From an optimization exercise on the open Yosys and OpenROAD flow, aimed at small area; shortcuts taken in it are not production practice.
Where RTL was checked, it was by simulation tests only, not by an equivalence proof against the original.
The clock port is modelled as an ideal driver; clocking choices that lean on that would not hold on a real chip.
Power figures rest on the tool's default switching activity, not on a simulated workload.

Design space_game_top, start of the top module:
module space_game_top (
    input  logic        clk25M,
    input  logic        reset,
    input  logic        frame_tick,
    input  logic        march_en,
    input  logic [3:0]  speed,
    input  logic        btn_left,
    input  logic        btn_right,
    input  logic        btn_fire,
    input  logic [11:0] whpos,
    input  logic [11:0] wvpos,
    input  logic [18:0] write_addr_in,
    input  logic        write_en,
    output logic [18:0] write_addr_out,
    output logic        write_en_out,
    output logic [11:0] vdin,
    output logic        update_busy
);
Size: roughly 670 cells after synthesis, about 6500 um^2 of cells after synthesis.
export LEC_CHECK = 0
export CAP_MARGIN = 20
export CORE_MARGIN = 2
export CORE_UTILIZATION = 70
export PLACE_DENSITY = 0.8
export SLEW_MARGIN = 20
create_clock -name core_clock -period 6.0 [get_ports {clk25M}]
standard.sh (not shown) runs the stock make flow with config.mk's settings and CLKGATE_MAP_FILE= SYNTH_SCRIPT=/design/flow/synth_recipe.tcl, a recipe that flattens the netlist after the stock synthesis.
==> flow/flow/run.sh <==
#!/bin/bash
# Standard ORFS layout (standard synthesis unchanged), with small port buffers
# and a lighter clock tree.
set -euo pipefail
export BUFFER_PORTS_ARGS="-buffer_cell sky130_fd_sc_hd__buf_1"
export CTS_ARGS="-sink_clustering_enable -repair_clock_nets -dont_use_dummy_load -buf_list sky130_fd_sc_hd__clkbuf_8"
bash standard.sh > standard_flow.log 2>&1
The baseline reached the layout checks and failed them: negative setup slack.
Next try:
--- a/flow/config.mk
+++ b/flow/config.mk
@@ -9,4 +9,4 @@
 export CORE_MARGIN = 2
-export CORE_UTILIZATION = 70
-export PLACE_DENSITY = 0.8
+export CORE_UTILIZATION = 40
+export PLACE_DENSITY = 0.6
 export SLEW_MARGIN = 20
=> The changed run reached the layout checks and failed them: negative setup slack. Power hardly moves. Non-clock buffer count rose by 7. Setup slack degrades by 0.13 ns. Maximum frequency came out lower by 2.1%. Worst hold slack degrades by 0.0082 ns. Combinational power shrinks by about 3%. Clock-buffer cell count is unchanged. Sequential cell count is unchanged. Die area rose by 72%.
Function was not checked in any run of this note: the RTL went through the layout flow alone.

---

space_game_top, a different RTL version from the one above (not shown whole).
For scale: about 650 cells after synthesis, about 120 flip-flops, about 88 I/O pins, roughly 6300 um2 of cells after synthesis.
Design space_game_top, start of the top module:
module space_game_top (
    input  logic        clk25M,
    input  logic        reset,
    input  logic        frame_tick,
    input  logic        march_en,
    input  logic [3:0]  speed,
    input  logic        btn_left,
    input  logic        btn_right,
    input  logic        btn_fire,
    input  logic [11:0] whpos,
    input  logic [11:0] wvpos,
    input  logic [18:0] write_addr_in,
    input  logic        write_en,
    output logic [18:0] write_addr_out,
    output logic        write_en_out,
    output logic [11:0] vdin,
    output logic        update_busy
);
    logic [4:0] seq;
    wire        idle = ~|seq[3:0];                           
    wire        last = seq[3] & seq[2] & ~seq[1] & seq[0];   
    wire        upd  = seq[3] & ~seq[2] & seq[1];            
    always_ff @(posedge clk25M) begin
        if (reset || last) seq <= 5'd0;
        else if (idle)     seq <= {4'd0, frame_tick};
        else               seq <= {seq[3:0], seq[4] ^ seq[2]};
    end
    assign update_busy = !idle;
    logic [8:0] Hn;      
    logic [8:0] Yn;      
    logic [1:0] dir;     
    wire dl   = dir[0];
    wire down = dir[1];
    wire [8:0] hsum;     
    wire       hcar;     
    wire [8:0] ydec;     
    wire [8:0] Cnew;     
    wire edge_seen = dl ? hcar : (hsum < 9'd95);
    always_ff @(posedge clk25M) begin
        if (reset) begin
            Hn  <= ~9'd128;
            Yn  <= ~9'd0;
            dir <= 2'b00;
  ...
clock: 6.0 ns
lec_check: 0
cap_margin: 20
core_margin: 2
core_utilization: 55
place_density: 0.7
slew_margin: 20
==> flow/flow/run.sh <==
#!/bin/bash
# Standard ORFS layout (standard synthesis unchanged) with small port buffers
# and a light clock tree: clkbuf_4 leaves under a clkbuf_8 root; leaves whose
# estimated output slew is high are then swapped for clkbuf_8 before routing.
set -euo pipefail
export BUFFER_PORTS_ARGS="-buffer_cell sky130_fd_sc_hd__buf_1"
export CTS_ARGS="-sink_clustering_enable -repair_clock_nets -dont_use_dummy_load -buf_list sky130_fd_sc_hd__clkbuf_4 -root_buf sky130_fd_sc_hd__clkbuf_8"
bash standard.sh cts > standard_cts.log 2>&1
export RES=orfs/results/${FLOW_PLATFORM}/space_game_top/base
export PLAT=${FLOW_HOME}/platforms/${FLOW_PLATFORM}
export FIX_SLEW_PS=90
openroad -no_init -exit flow/fix_cts.tcl > fix_cts.log 2>&1
bash standard.sh finish > standard_finish.log 2>&1
==> flow/flow/fix_cts.tcl <==
# Swap clkbuf_4 clock buffers whose output slew (placement estimate) is over
# FIX_SLEW_PS for clkbuf_8, legalize, and put the result back as the CTS result.
read_liberty $::env(PLAT)/lib/sky130_fd_sc_hd__tt_025C_1v80.lib
read_db $::env(RES)/4_cts.odb
read_sdc $::env(RES)/4_cts.sdc
source $::env(PLAT)/setRC.tcl
set_propagated_clock [all_clocks]
estimate_parasitics -placement
set lim $::env(FIX_SLEW_PS)
set big [[ord::get_db] findMaster sky130_fd_sc_hd__clkbuf_8]
set n 0
foreach inst [[ord::get_db_block] getInsts] {
  if {[[$inst getMaster] getName] == "sky130_fd_sc_hd__clkbuf_4"} {
    set pin [get_pins [$inst getName]/X]
    set s 0
    foreach e {rise fall} {
      set v [sta::time_ui_sta [get_property $pin slew_max_$e]]
      if {$v > $s} { set s $v }
    }
    if {$s * 1e12 > $lim} {
      $inst swapMaster $big
      incr n
      puts "upsized [$inst getName] (slew [format %.1f [expr {$s * 1e12}]] ps)"
    }
  }
}
puts "upsized $n clock buffers"
detailed_placement
check_placement
write_db $::env(RES)/4_1_cts.odb
after 1100
write_db $::env(RES)/4_cts.odb
The first run finished with timing, DRC and antenna clean.
Then changed:
Settings changed: CORE_UTILIZATION 55 to 65, PLACE_DENSITY 0.7 to 0.8.
Die area goes down by about a fifth.
Synthesized area stays the same.
Worst setup slack is worse by 0.023 ns.
Sequential power stays flat.
Power drops by a few percent.
Hold slack barely changes.
Register-to-register slack stays flat.
Maximum frequency goes down slightly.
Routed wire length goes up slightly.
Sequential share of layout area came out higher by 0.47 points.
Then changed:
--- a/flow/flow/run.sh
+++ b/flow/flow/run.sh
@@ -5,4 +5,5 @@
 set -euo pipefail
 export BUFFER_PORTS_ARGS="-buffer_cell sky130_fd_sc_hd__buf_1"
+export GPL_KEEP_OVERFLOW=0
 export CTS_ARGS="-sink_clustering_enable -repair_clock_nets -dont_use_dummy_load -buf_list sky130_fd_sc_hd__clkbuf_4 -root_buf sky130_fd_sc_hd__clkbuf_8"
 bash standard.sh cts > standard_cts.log 2>&1
Result: Sequential share of layout area stays flat; power rises by 2.5%; clock-buffer cell count does not change; wire length goes down by about 0.56%; first-iteration DRC count rose by 16%; sequential cell count stays the same.
No functional check of the RTL was part of any run of this note.

---

== lagoon ==
space_game_top, a different RTL version from the one above (not shown whole).
For scale: about 6300 sq um of cells after synthesis.
export LEC_CHECK = 0
export CAP_MARGIN = 20
export CORE_MARGIN = 2
export CORE_UTILIZATION = 70
export PLACE_DENSITY = 0.85
export SLEW_MARGIN = 20
create_clock -name core_clock -period 6.0 [get_ports {clk25M}]
==> flow/flow/run.sh <==
#!/bin/bash
# Standard ORFS layout (standard synthesis unchanged) with small port buffers
# and a light clock tree: clkbuf_4 leaves under a clkbuf_8 root; leaves whose
# estimated output slew is high are then swapped for clkbuf_8 before routing.
set -euo pipefail
export BUFFER_PORTS_ARGS="-buffer_cell sky130_fd_sc_hd__buf_1"
export CTS_ARGS="-sink_clustering_enable -repair_clock_nets -dont_use_dummy_load -buf_list sky130_fd_sc_hd__clkbuf_4 -root_buf sky130_fd_sc_hd__clkbuf_8"
bash standard.sh cts > standard_cts.log 2>&1
export RES=orfs/results/${FLOW_PLATFORM}/space_game_top/base
export PLAT=${FLOW_HOME}/platforms/${FLOW_PLATFORM}
export FIX_SLEW_PS=90
openroad -no_init -exit flow/fix_cts.tcl > fix_cts.log 2>&1
bash standard.sh finish > standard_finish.log 2>&1
Scripts as last shown in full above: flow/flow/fix_cts.tcl
lagoon went all the way through the flow, and no timing, DRC or antenna check failed.
[inputs] ember vs lagoon
Settings: PLACE_DENSITY: 0.85 -> 0.8; CORE_UTILIZATION: 70 -> 65.
### Flow results
Sort ember and lagoon by wire length of the first global-routing pass, descending, and lagoon comes first.
Fraction of area in registers across ember and lagoon: no real change.
lagoon fits on a die that is smaller than the die of ember.

---

Another version of the RTL of space_game_top (not shown whole).
Size in the first run: about 680 cells after synthesis, about 120 flip-flops.
clock: 6.0 ns
lec_check: 0
cap_margin: 0
core_margin: 2
core_utilization: 55
place_density: 0.7
slew_margin: 0
==> flow/flow/run.sh <==
#!/bin/bash
# Standard ORFS layout (standard synthesis unchanged), with small port buffers
# and a lighter clock tree.
set -euo pipefail
export BUFFER_PORTS_ARGS="-buffer_cell sky130_fd_sc_hd__buf_1"
export CTS_ARGS="-sink_clustering_enable -repair_clock_nets -dont_use_dummy_load -buf_list sky130_fd_sc_hd__clkbuf_8"
bash standard.sh > standard_flow.log 2>&1
==> next run, changes <==
CAP_MARGIN = 20   (was 0)
SLEW_MARGIN = 20   (was 0)
Outcome: Sequential power barely changes; non-clock buffer count does not change; wire length does not change; via count is unchanged; total power stays the same; clock skew does not change; worst setup slack is unchanged; core utilization stays the same; die area does not change.

---

Another version of the RTL of space_game_top (not shown whole).
For scale: about 120 flip-flops, ~88 I/O pins.
clock: 6.0 ns
lec_check: 0
cap_margin: 20
core_margin: 2
core_utilization: 65
place_density: 0.8
slew_margin: 20
Scripts as last shown in full above: flow/flow/run.sh
The first run finished with timing, DRC and antenna clean.
Change:
- CORE_UTILIZATION: 65 -> 55
- PLACE_DENSITY: 0.8 -> 0.7
Routed wire length shrinks by a few percent.
Non-clock buffer count rose by 3.
Total power barely changes.
Die area went up by about a fifth.
Worst setup slack improved by 0.0097 ns.
First-iteration DRC count goes up by well over a third.
Combinational power rises slightly.
Final cell count rises slightly.
Core utilization came out lower by 11 points.
Global-route usage fell by 4.8 points.
Critical path depth goes down by 2.
Change:
- CORE_UTILIZATION: 55 -> 65
- GPL_TIMING_DRIVEN: default -> 0
- PLACE_DENSITY: 0.7 -> 0.8
=> Via count grows by about 5.3%. Final area grows by about 0.7%. Die area shrinks by about 15%. Power grows by 0.48%. Routed wire length grows by about 5%. Non-clock buffer count grows by 14. Count of clock-buffer cells in the layout does not change. Clock power grows by about 2%. Combinational power shrinks by about 1%. Global-route usage grows by 6.2 points.

---

== run 1 ==
Another version of the RTL of space_game_top (not shown whole).
Size in the first run: roughly 120 flip-flops, roughly 88 I/O pins, roughly 0.0067 mm2 of cells after synthesis.
clock: 6.0 ns
lec_check: 0
cap_margin: 20
core_margin: 2
core_utilization: 60
place_density: 0.75
slew_margin: 20
Scripts as last shown in full above: flow/flow/run.sh
Run 1 reached the final stage; the timing, DRC and antenna checks on its layout passed.
Input changes introduced in run 2 (baseline for comparison: run 1):
-- flow/flow/run.sh --
<<< run 1, line 6
export CTS_ARGS="-sink_clustering_enable -repair_clock_nets -dont_use_dummy_load -buf_list sky130_fd_sc_hd__clkbuf_8"
>>> run 2, line 6
export CTS_ARGS="-sink_clustering_enable -repair_clock_nets -dont_use_dummy_load -buf_list sky130_fd_sc_hd__clkbuf_8 -sink_clustering_size 25 -sink_clustering_max_diameter 60"
--- outcome ---
- Comparing run 1 against run 2, there is no change at all in total design power.
- Per the comparison of run 2 with run 1, insertion delay of the later-clocked pin in the worst-skew pair closely matched the old numbers; number of diodes added for antenna fixing flat; maximum frequency neither gained nor lost much.
- Run 2 vs. run 1: combinational power was more or less identical; non-clock buffer share of cell area held; flip-flop and latch count after synthesis comparable.
- Diff run 1..run 2 | global-route usage | unchanged
- Delta (run 2 minus run 1): cell area saw little to no change, hold slack about even.
No run of this note included a check of the RTL's function; only the layout flow was run.

---

RTL: one of the versions met above, not the one the previous note started from.
For scale: about 660 cells after synthesis, ~120 flip-flops, roughly 88 I/O pins.
Design space_game_top, start of the top module:
module space_game_top (
    input  logic        clk25M,
    input  logic        reset,
    input  logic        frame_tick,
    input  logic        march_en,
    input  logic [3:0]  speed,
    input  logic        btn_left,
    input  logic        btn_right,
    input  logic        btn_fire,
    input  logic [11:0] whpos,
    input  logic [11:0] wvpos,
    input  logic [18:0] write_addr_in,
    input  logic        write_en,
    output logic [18:0] write_addr_out,
    output logic        write_en_out,
    output logic [11:0] vdin,
    output logic        update_busy
);
==> flow/config.mk <==
export PLATFORM = sky130hd
export DESIGN_NAME = space_game_top
export DESIGN_NICKNAME = space_game_top
export VERILOG_FILES = /design/flow/design.v
export SDC_FILE = /design/flow/constraint.sdc
export NUM_CORES = 4
export LEC_CHECK = 0
export CAP_MARGIN = 20
export CORE_MARGIN = 2
export CORE_UTILIZATION = 65
export PLACE_DENSITY = 0.9
export SLEW_MARGIN = 20
==> flow/constraint.sdc <==
create_clock -name core_clock -period 6.0 [get_ports {clk25M}]
set_input_delay 1.2000 -clock core_clock [delete_from_list [all_inputs] [get_ports {clk25M}]]
set_output_delay 1.2000 -clock core_clock [all_outputs]
set_load 0.01 [all_outputs]
==> flow/flow/run.sh <==
#!/bin/bash
# Standard ORFS layout (standard synthesis unchanged) with small port buffers
# and a light clock tree: clkbuf_4 leaves under a clkbuf_8 root; leaves whose
# estimated output slew is high are then swapped for clkbuf_8 before routing.
set -euo pipefail
export BUFFER_PORTS_ARGS="-buffer_cell sky130_fd_sc_hd__buf_1"
export CTS_ARGS="-sink_clustering_enable -repair_clock_nets -dont_use_dummy_load -buf_list sky130_fd_sc_hd__clkbuf_4 -root_buf sky130_fd_sc_hd__clkbuf_8"
bash standard.sh cts > standard_cts.log 2>&1
export RES=orfs/results/${FLOW_PLATFORM}/space_game_top/base
export PLAT=${FLOW_HOME}/platforms/${FLOW_PLATFORM}
export FIX_SLEW_PS=105
openroad -no_init -exit flow/fix_cts.tcl > fix_cts.log 2>&1
bash standard.sh finish > standard_finish.log 2>&1
Scripts as last shown in full above: flow/flow/fix_cts.tcl
The starting point finished with timing, DRC and antenna clean.
Then changed:
--- a/flow/flow/run.sh
+++ b/flow/flow/run.sh
@@ -11 +11 @@
-export FIX_SLEW_PS=105
+export FIX_SLEW_PS=90
Result: Die area does not change. Total power came out higher by about 1.1%. Utilization came out higher by 0.15 points. Worst hold slack stays flat. Combinational power is about the same. Synthesized cell count does not change. Register-to-register slack is about the same.

static timing again, ports no longer ideal:
No port has a modelled driver above. Below, the same layouts with a new extraction and two added sets of constraints.
Step 1: set_driving_cell puts a clkbuf_16 on clk25M and a buf_2 on each other input, an assumption about the parent block.
Step 2 times the ports against the registers' clock, not the clock port: input delays grow and output delays shrink by t, the midpoint of the rising clock arrivals with the driver on.
a / b / c = ideal / step 1 / step 2; a / b = the first two.
| run | t (ns) | setup WS [ns] | hold WS [ns] | clock arrival spread, ns |
|---|---|---|---|---|
| the first run of note 1 | 0.445 | -0.128 / -0.128 / -0.529 | 0.361 / 0.361 / 0.361 | 0.036 / 0.037 |
| the second run of note 1 | 0.468 | -0.262 / -0.262 / -0.566 | 0.353 / 0.353 / 0.353 | 0.027 / 0.027 |
| the first run of note 2 | 0.446 | 0.166 / 0.178 / -0.268 | 0.343 / 0.343 / 0.343 | 0.030 / 0.030 |
| the second run of note 2 | 0.442 | 0.143 / 0.156 / -0.286 | 0.341 / 0.341 / 0.341 | 0.024 / 0.024 |
| the third run of note 2 | 0.441 | 0.077 / 0.088 / -0.353 | 0.366 / 0.366 / 0.366 | 0.027 / 0.026 |
| lagoon | 0.442 | 0.096 / 0.104 / -0.338 | 0.343 / 0.343 / 0.343 | 0.031 / 0.031 |
| ember | 0.429 | 0.179 / 0.185 / -0.244 | 0.367 / 0.367 / 0.367 | 0.029 / 0.030 |
| the first run of note 4 | 0.455 | 0.202 / 0.213 / -0.242 | 0.385 / 0.385 / 0.385 | 0.023 / 0.023 |
| the second run of note 4 | 0.455 | 0.202 / 0.213 / -0.242 | 0.385 / 0.385 / 0.385 | 0.023 / 0.023 |
| the first run of note 5 | 0.467 | 0.312 / 0.326 / -0.140 | 0.361 / 0.361 / 0.361 | 0.022 / 0.021 |
| the second run of note 5 | 0.460 | 0.321 / 0.332 / -0.128 | 0.356 / 0.356 / 0.356 | 0.024 / 0.024 |
| the third run of note 5 | 0.472 | 0.176 / 0.184 / -0.288 | 0.359 / 0.359 / 0.359 | 0.020 / 0.020 |
| run 1 | 0.470 | 0.208 / 0.214 / -0.256 | 0.389 / 0.389 / 0.389 | 0.017 / 0.017 |
| run 2 | 0.470 | 0.208 / 0.214 / -0.256 | 0.389 / 0.389 / 0.389 | 0.017 / 0.017 |
| the first run of note 7 | 0.442 | 0.194 / 0.200 / -0.242 | 0.359 / 0.359 / 0.359 | 0.026 / 0.025 |
| the second run of note 7 | 0.447 | 0.227 / 0.232 / -0.214 | 0.360 / 0.360 / 0.360 | 0.030 / 0.029 |
With both steps, setup timing fails in 14 of these runs, where it was met with ideal ports.
